This design comes from an exercise in tuning for small area, a short achievable clock period and few clock cycles per item on the open sky130 flow, not from production work. At most, simulation tests tie the RTL to the original design; equivalence was not proved.

==> job 658: inputs <==
// complex_mult_pipe
module complex_mult_pipe #(
  parameter int IN0_W    = 16,
  parameter int IN0_FRAC = 8,
  parameter int IN1_W    = 12,
  parameter int IN1_FRAC = 10,
  parameter int OUT_W    = 16,
  parameter int OUT_FRAC = 8,
  parameter int ROUND    = 1
) (
  input  logic             CLK,
  input  logic             RST_N,
  input  logic             IN_VALID,
  output logic             IN_READY,
  input  logic             CONJ,
  input  logic [IN0_W-1:0] IN0_Real,
  input  logic [IN0_W-1:0] IN0_Img,
  input  logic [IN1_W-1:0] IN1_Real,
  input  logic [IN1_W-1:0] IN1_Img,
  output logic             OUT_VALID,
  input  logic             OUT_READY,
  output logic [OUT_W-1:0] OUT_Real,
  output logic [OUT_W-1:0] OUT_Img,
  output logic             OVF
);
==> flow/config.mk <==
export PLATFORM = sky130hd
export DESIGN_NAME = complex_mult_pipe
export DESIGN_NICKNAME = complex_mult_pipe
export VERILOG_FILES = /design/flow/design.v
export SDC_FILE = /design/flow/constraint.sdc
export NUM_CORES = 4
export LEC_CHECK = 0
export CAP_MARGIN = 20
export CORE_MARGIN = 2
export CORE_UTILIZATION = 60
export PLACE_DENSITY = 0.65
export SETUP_SLACK_MARGIN = 3.0
export SLEW_MARGIN = 20
==> flow/constraint.sdc <==
create_clock -name core_clock -period 6.5 [get_ports {CLK}]
set_input_delay 1.3000 -clock core_clock [delete_from_list [all_inputs] [get_ports {CLK}]]
set_output_delay 1.3000 -clock core_clock [all_outputs]
set_load 0.01 [all_outputs]
standard.sh (not shown) runs the stock make flow with config.mk's settings and CLKGATE_MAP_FILE= SYNTH_SCRIPT=/design/flow/synth_recipe.tcl, a recipe that flattens the netlist after the stock synthesis.
==> flow/flow/run.sh <==
#!/bin/bash
set -euo pipefail
cp standard.sh standard_sh.log
export BUFFER_PORTS_ARGS="-buffer_cell sky130_fd_sc_hd__buf_2"
bash standard.sh synth > synth.log 2>&1
NET=orfs/results/sky130hd/complex_mult_pipe/base/1_2_yosys.v
cp "$NET" yosys_before_invpush.v.log
python3 flow/invpush.py "$NET" > invpush.log 2>&1
bash standard.sh > standard.log 2>&1
Other scripts of this flow, unchanged in this note and not shown: flow/flow/invpush.py
==> job 1849: changes against job 658 <==
CORE_UTILIZATION = 40   (was 60)
CTS_BUF_LIST = sky130_fd_sc_hd__clkbuf_4 sky130_fd_sc_hd__clkbuf_8   (was default)
PLACE_DENSITY = 0.5   (was 0.65)
==> job 3773: changes against job 658 <==
--- a/flow/design.v
+++ b/flow/design.v
@@ -1170,29 +1170,26 @@
   logic [28:0] re_a, re_b, im_a, im_b, re_s, im_s;
   assign re_a = {re_c950, re_c948, re_c946, re_c944, re_c942, re_c940, re_c938, re_c936, re_c934, re_c932, re_c930, re_c928, re_c926, re_c924, re_c922, re_c920, re_c918, re_c916, re_c914, re_c912, re_c910, re_c908, re_c906, re_c904, re_s903, 1'b0, 1'b0, 1'b0, 1'b0};
   assign re_b = {re_s951, re_s949, re_s947, re_s945, re_s943, re_s941, re_s939, re_s937, re_s935, re_s933, re_s931, re_s929, re_s927, re_s925, re_s923, re_s921, re_s919, re_s917, re_s915, re_s913, re_s911, re_s909, re_s907, re_s905, re_s847, 1'b0, 1'b0, 1'b0, 1'b0};
   assign im_a = {im_c1000, im_c998, im_c996, im_c994, im_c992, im_c990, im_c988, im_c986, im_c984, im_c982, im_c980, im_c978, im_c976, im_c974, im_c972, im_c970, im_c968, im_c966, im_c964, im_c962, im_c960, im_c958, im_c956, im_c954, im_s953, 1'b0, 1'b0, 1'b0, 1'b0};
   assign im_b = {im_s1001, im_s999, im_s997, im_s995, im_s993, im_s991, im_s989, im_s987, im_s985, im_s983, im_s981, im_s979, im_s977, im_s975, im_s973, im_s971, im_s969, im_s967, im_s965, im_s963, im_s961, im_s959, im_s957, im_s955, im_s875, 1'b0, 1'b0, 1'b0, 1'b0};
   assign re_s = re_a + re_b;
   assign im_s = im_a + im_b;
-  logic sat_r_d, sat_i_d;
-  assign sat_r_d = ~((&re_s[28:25]) | ~(|re_s[28:25]));
-  assign sat_i_d = ~((&im_s[28:25]) | ~(|im_s[28:25]));
-  logic [15:0] yr_q, yi_q;
-  logic        sr_q, si_q, sat_r, sat_i, sat_q;
+  logic [18:0] yr_q, yi_q;
   always_ff @(posedge CLK) begin
     if (!stall) begin
-      yr_q <= re_s[25:10]; yi_q <= im_s[25:10];
-      sr_q <= re_s[28]; si_q <= im_s[28];
-      sat_r <= sat_r_d; sat_i <= sat_i_d;
+      yr_q <= re_s[28:10]; yi_q <= im_s[28:10];
     end
   end
+  logic sat_r, sat_i, sat_q;
+  assign sat_r = ~((&yr_q[18:15]) | ~(|yr_q[18:15]));
+  assign sat_i = ~((&yi_q[18:15]) | ~(|yi_q[18:15]));
   assign sat_q = sat_r | sat_i;
-  assign OUT_Real = sat_r ? {sr_q, {15{~sr_q}}} : yr_q;
-  assign OUT_Img  = sat_i ? {si_q, {15{~si_q}}} : yi_q;
+  assign OUT_Real = sat_r ? {yr_q[18], {15{~yr_q[18]}}} : yr_q[15:0];
+  assign OUT_Img  = sat_i ? {yi_q[18], {15{~yi_q[18]}}} : yi_q[15:0];
   logic ovf_q;
   always_ff @(posedge CLK or negedge RST_N) begin
     if (!RST_N) ovf_q <= 1'b0;
     else if (OUT_VALID && OUT_READY && sat_q) ovf_q <= 1'b1;
   end
   assign OVF = ovf_q | sat_q;
 endmodule
CORE_UTILIZATION = 40   (was 60)
PLACE_DENSITY = 0.5   (was 0.65)
==> run summary <==
Against job 658, the non-clock buffer count of job 1849 is higher by 9.
Critical path depth, lowest first: job 3773, job 1849, job 658.
Of job 658 and job 3773, job 3773 has the higher clock skew (gap 0.015 ns).
Between job 1849 and job 3773, the lower via count is in job 1849 (gap about 2.8%, measured against job 3773).
In job 1849 the synthesized area is smaller than in job 3773, by 1.3%.
Routed wire length: job 658 < job 1849 < job 3773.
Of job 1849 and job 658, job 1849 has the higher cell count (gap about 13%, measured against job 658).
Testbench counts of job 658, summed over its fixed seeds: cycles 16,024, items 16,000.
Testbench counts of job 1849, summed over its fixed seeds: cycles 16,024, items 16,000.
Testbench counts of job 3773, summed over its fixed seeds: cycles 16,024, items 16,000.

==> run a <==
Another version of the RTL of complex_mult_pipe (not shown whole).
// complex_mult_pipe
module complex_mult_pipe #(
  parameter int IN0_W    = 16,
  parameter int IN0_FRAC = 8,
  parameter int IN1_W    = 12,
  parameter int IN1_FRAC = 10,
  parameter int OUT_W    = 16,
  parameter int OUT_FRAC = 8,
  parameter int ROUND    = 1
) (
  input  logic             CLK,
  input  logic             RST_N,
  input  logic             IN_VALID,
  output logic             IN_READY,
  input  logic             CONJ,
  input  logic [IN0_W-1:0] IN0_Real,
  input  logic [IN0_W-1:0] IN0_Img,
  input  logic [IN1_W-1:0] IN1_Real,
  input  logic [IN1_W-1:0] IN1_Img,
  output logic             OUT_VALID,
  input  logic             OUT_READY,
  output logic [OUT_W-1:0] OUT_Real,
  output logic [OUT_W-1:0] OUT_Img,
  output logic             OVF
);
clock: 6.5 ns
lec_check: 0
cap_margin: 20
core_margin: 2
core_utilization: 40
slew_margin: 20
run.sh (not shown) runs the stock make flow with config.mk's settings and CLKGATE_MAP_FILE= SYNTH_SCRIPT=/design/flow/synth_recipe.tcl, a recipe that flattens the netlist after the stock synthesis.
Stock flow here: none of the scripts above is used.
==> run b: changes against run a <==
--- a/flow/config.mk
+++ b/flow/config.mk
@@ -9,3 +9,4 @@
 export CORE_MARGIN = 2
 export CORE_UTILIZATION = 40
+export SETUP_SLACK_MARGIN = 3.0
 export SLEW_MARGIN = 20
==> run summary <==
	run a	run b
Outcome	no timing/DRC/antenna violations	no timing/DRC/antenna violations
Nets	2706	2969
Capture instance of the worst register-to-register path	ib_q[9]$_DFFE_PN_	rb_q[3]$_DFFE_PN_
Grt met1 use	31.8%	35.0%
Critical path arrival	4740 ps	3750 ps
Sink of the worst hold path	ovf_q$_DFFE_PN0P_	vld_q[2]$_DFFE_PN0N_
Detailed-placement wirelength estimate	53600 um	54600 um
Crit share post-route	92.9%	77.6%
Worst slack after detailed placement	976 ps	1140 ps
Final standard cell area without fillers	25800 um2	30100 um2
Final wirelength	74400 um	86900 um
Function was not checked in any run of this note: the RTL went through the layout flow alone.

==> run P <==
complex_mult_pipe with an RTL version that a note above also has.
clock: 6.5 ns
lec_check: 0
cap_margin: 20
core_margin: 2
core_utilization: 40
place_density: 0.5
setup_slack_margin: 2.0
slew_margin: 20
==> run F (differences from run P) <==
==> flow/flow/run.sh (new file) <==
#!/bin/bash
set -o pipefail
cp standard.sh standard_sh.log
export BUFFER_PORTS_ARGS="-buffer_cell sky130_fd_sc_hd__buf_2"
bash standard.sh > standard.log 2>&1
==> flow/standard.sh (new file) <==
#!/bin/bash
# synth_recipe.tcl (not shown) runs the flow's synth.tcl, then flattens the netlist and writes it again
# the make line also repeats each setting of config.mk as NAME=value (left out here)
make -C /OpenROAD-flow-scripts/flow DESIGN_CONFIG=/design/flow/config.mk WORK_HOME=/design/flow/orfs CLKGATE_MAP_FILE= SYNTH_SCRIPT=/design/flow/synth_recipe.tcl "${@:-finish}"
- SETUP_SLACK_MARGIN: 2.0 -> 3.0
removed: flow/run.sh
==> run A (differences from run P) <==
- SETUP_SLACK_MARGIN: 2.0 -> 2.5
==> flow_metrics.tcl <==
set metrics [dict create \
    min_period_ps 4200 \
    grt_pass1_wl_um 136000 \
    final_core_util 0.444 \
    place_hpwl_um 59700 \
    n_antenna_cell 0 \
    gp_congestion 0.899 \
    status "complete, no violations" \
    cp_cell_sequence "clkdlybuf4s50_1, nand2b_4, clkdlybuf4s50_1" \
]
That was run P.
==> flow_metrics.tcl <==
set metrics [dict create \
    status "complete, no violations" \
    reg2regPathDepth 8 \
    viasPerCell 6.22 \
    final_core_util 0.445 \
    place_hpwl_um 60900 \
    post_cts_buffers 10 \
    grt_overflow_total 0 \
    cp_cell_sequence "buf_6, a221oi_1, xnor2_1, fa_1, inv_1, fa_1, inv_1, fa_1" \
    grt_pass1_wl_um 138000 \
    gp_congestion 0.891 \
    buffers 187 \
    min_period_ps 3500 \
]
That was run F.
==> flow_metrics.tcl <==
set metrics [dict create \
    status "complete, no violations" \
    startpoint_type "flip-flop" \
    n_antenna_cell 0 \
    min_period_ps 3850 \
    final_core_util 0.445 \
    grt_pass1_wl_um 136000 \
    start_util 0.402 \
    synth.top_cell.area_share 0.310 \
    place_hpwl_um 59700 \
    gp_congestion 0.899 \
    cp_cell_sequence "buf_4, or2_2, or3_1, nand2_1, xnor2_1, inv_1, fa_1, fa_1, inv_1, fa_1" \
    drc_errors 0 \
]
That was run A.
Testbench counts of run P, summed over its fixed seeds: cycles 16,024, items 16,000.
Testbench counts of run F, summed over its fixed seeds: cycles 16,024, items 16,000.
Testbench counts of run A, summed over its fixed seeds: cycles 16,024, items 16,000.

==> garnet: inputs <==
complex_mult_pipe again, from the RTL that the note above started with.
export LEC_CHECK = 0
export CAP_MARGIN = 20
export CORE_MARGIN = 2
export CORE_UTILIZATION = 40
export PLACE_DENSITY = 0.6
export SETUP_SLACK_MARGIN = 3.0
export SLEW_MARGIN = 20
create_clock -name core_clock -period 6.5 [get_ports {CLK}]
standard.sh (not shown) runs the stock make flow with config.mk's settings and CLKGATE_MAP_FILE= SYNTH_SCRIPT=/design/flow/synth_recipe.tcl, a recipe that flattens the netlist after the stock synthesis.
==> flow/flow/run.sh <==
#!/bin/bash
set -euo pipefail
cp standard.sh standard_sh.log
export BUFFER_PORTS_ARGS="-buffer_cell sky130_fd_sc_hd__buf_2"
bash standard.sh synth > synth.log 2>&1
NET=orfs/results/sky130hd/complex_mult_pipe/base/1_2_yosys.v
cp "$NET" yosys_before_invpush.v.log
python3 flow/invpush.py "$NET" > invpush.log 2>&1
bash standard.sh > standard.log 2>&1
Other scripts of this flow, unchanged in this note and not shown: flow/flow/invpush.py
==> amber: changes against garnet <==
--- a/flow/design.v
+++ b/flow/design.v
@@ -1170,26 +1170,29 @@
   logic [28:0] re_a, re_b, im_a, im_b, re_s, im_s;
   assign re_a = {re_c950, re_c948, re_c946, re_c944, re_c942, re_c940, re_c938, re_c936, re_c934, re_c932, re_c930, re_c928, re_c926, re_c924, re_c922, re_c920, re_c918, re_c916, re_c914, re_c912, re_c910, re_c908, re_c906, re_c904, re_s903, 1'b0, 1'b0, 1'b0, 1'b0};
   assign re_b = {re_s951, re_s949, re_s947, re_s945, re_s943, re_s941, re_s939, re_s937, re_s935, re_s933, re_s931, re_s929, re_s927, re_s925, re_s923, re_s921, re_s919, re_s917, re_s915, re_s913, re_s911, re_s909, re_s907, re_s905, re_s847, 1'b0, 1'b0, 1'b0, 1'b0};
   assign im_a = {im_c1000, im_c998, im_c996, im_c994, im_c992, im_c990, im_c988, im_c986, im_c984, im_c982, im_c980, im_c978, im_c976, im_c974, im_c972, im_c970, im_c968, im_c966, im_c964, im_c962, im_c960, im_c958, im_c956, im_c954, im_s953, 1'b0, 1'b0, 1'b0, 1'b0};
   assign im_b = {im_s1001, im_s999, im_s997, im_s995, im_s993, im_s991, im_s989, im_s987, im_s985, im_s983, im_s981, im_s979, im_s977, im_s975, im_s973, im_s971, im_s969, im_s967, im_s965, im_s963, im_s961, im_s959, im_s957, im_s955, im_s875, 1'b0, 1'b0, 1'b0, 1'b0};
   assign re_s = re_a + re_b;
   assign im_s = im_a + im_b;
-  logic [18:0] yr_q, yi_q;
+  logic sat_r_d, sat_i_d;
+  assign sat_r_d = ~((&re_s[28:25]) | ~(|re_s[28:25]));
+  assign sat_i_d = ~((&im_s[28:25]) | ~(|im_s[28:25]));
+  logic [15:0] yr_q, yi_q;
+  logic        sr_q, si_q, sat_r, sat_i, sat_q;
   always_ff @(posedge CLK) begin
     if (!stall) begin
-      yr_q <= re_s[28:10]; yi_q <= im_s[28:10];
+      yr_q <= re_s[25:10]; yi_q <= im_s[25:10];
+      sr_q <= re_s[28]; si_q <= im_s[28];
+      sat_r <= sat_r_d; sat_i <= sat_i_d;
     end
   end
-  logic sat_r, sat_i, sat_q;
-  assign sat_r = ~((&yr_q[18:15]) | ~(|yr_q[18:15]));
-  assign sat_i = ~((&yi_q[18:15]) | ~(|yi_q[18:15]));
   assign sat_q = sat_r | sat_i;
-  assign OUT_Real = sat_r ? {yr_q[18], {15{~yr_q[18]}}} : yr_q[15:0];
-  assign OUT_Img  = sat_i ? {yi_q[18], {15{~yi_q[18]}}} : yi_q[15:0];
+  assign OUT_Real = sat_r ? {sr_q, {15{~sr_q}}} : yr_q;
+  assign OUT_Img  = sat_i ? {si_q, {15{~si_q}}} : yi_q;
   logic ovf_q;
   always_ff @(posedge CLK or negedge RST_N) begin
     if (!RST_N) ovf_q <= 1'b0;
     else if (OUT_VALID && OUT_READY && sat_q) ovf_q <= 1'b1;
   end
   assign OVF = ovf_q | sat_q;
 endmodule
==> impl_metrics.yaml <==
setup_path:
  critPathArrivalTime_ns: 3.80
global_routing:
  first_pass_grt_wire_length_microns: 131000
  groute.layer.met1.usage_pct: 32.3
layout:
  nonClockBufferCount: 221
  num-clock-buffers: 44
  design.seq.count: 280
  most-common-layout-cells: "276 x sky130_fd_sc_hd__edfxtp_1, 257 x sky130_fd_sc_hd__xnor2_1, 224 x sky130_fd_sc_hd__a22o_1, 224 x sky130_fd_sc_hd__a221oi_1, 209 x sky130_fd_sc_hd__fa_1"
run_status:
  status: "no timing/DRC/antenna violations"
placement:
  routability_congestion: 0.923
[end of results for amber]
==> impl_metrics.yaml <==
layout:
  design.seq.count: 282
  num-clock-buffers: 43
  proportion_of_cell_area_occupied_by_multi_input_gates_pct: 56.7
  inverters: 141
global_routing:
  first_pass_grt_wire_length_microns: 134000
  groute.layer.met1.usage_pct: 35.0
sta:
  fin_setup_tns_ns: 0
routing:
  topRoutingLayerUsed: "met5"
setup_path:
  critPathArrivalTime_ns: 3.82
clock_tree:
  worst_path_clk_slew_ns: 0.06
  clkLatencyLatePin_ns: 0.58
  cts_sinks: 282
run_status:
  status: "no timing/DRC/antenna violations"
placement:
  routability_congestion: 0.899
synth:
  netlist_area_sq_mm: 0.0262
[end of results for garnet]
Testbench counts of garnet, summed over its fixed seeds: cycles 16,024, items 16,000.
Testbench counts of amber, summed over its fixed seeds: cycles 16,024, items 16,000.

separate check: timing with driven ports:
The results above use ideal ports. As a check the final layouts listed here were re-extracted and re-timed, cells and wires unchanged. Step 1, drivers: a clkbuf_16 drives CLK and a buf_2 each remaining input, both assumed. Step 2, shift: input delay + t, output delay - t, t = (earliest + latest rising clock arrival at the registers) / 2. This alone moves slack from input paths to output paths. Three values: no drivers, after step 1, after step 2; two values: the first two.
run	t (ns)	setup slack, ns	worst setup path at the end	slew at the worst register clock pin (ns)
job 658	0.644	2.908 / 2.908 / 2.535	input to register	0.08 / 0.08
job 1849	0.712	3.002 / 3.002 / 2.466	input to register	0.07 / 0.07
job 3773	0.625	2.965 / 2.965 / 2.691	input to register	0.08 / 0.08
run a of note 2	0.548	0.460 / 0.399 / 0.948	register to output	0.07 / 0.07
run b of note 2	0.546	1.453 / 1.396 / 1.941	register to output	0.07 / 0.07
run P of note 3	0.617	2.302 / 2.275 / 2.169	input to register	0.06 / 0.06
run F of note 3	0.629	3.001 / 3.001 / 2.612	input to register	0.07 / 0.07
run A of note 3	0.617	2.647 / 2.587 / 2.204	input to register	0.06 / 0.06
garnet	0.627	2.996 / 2.996 / 2.759	input to register	0.07 / 0.07
amber	0.623	3.005 / 3.005 / 2.592	input to register	0.07 / 0.07
After both steps setup and hold are still met in every run listed. For job 1849, which loses most, drivers alone change the setup slack by 0.000 ns; drivers and shift together by -0.536 ns.
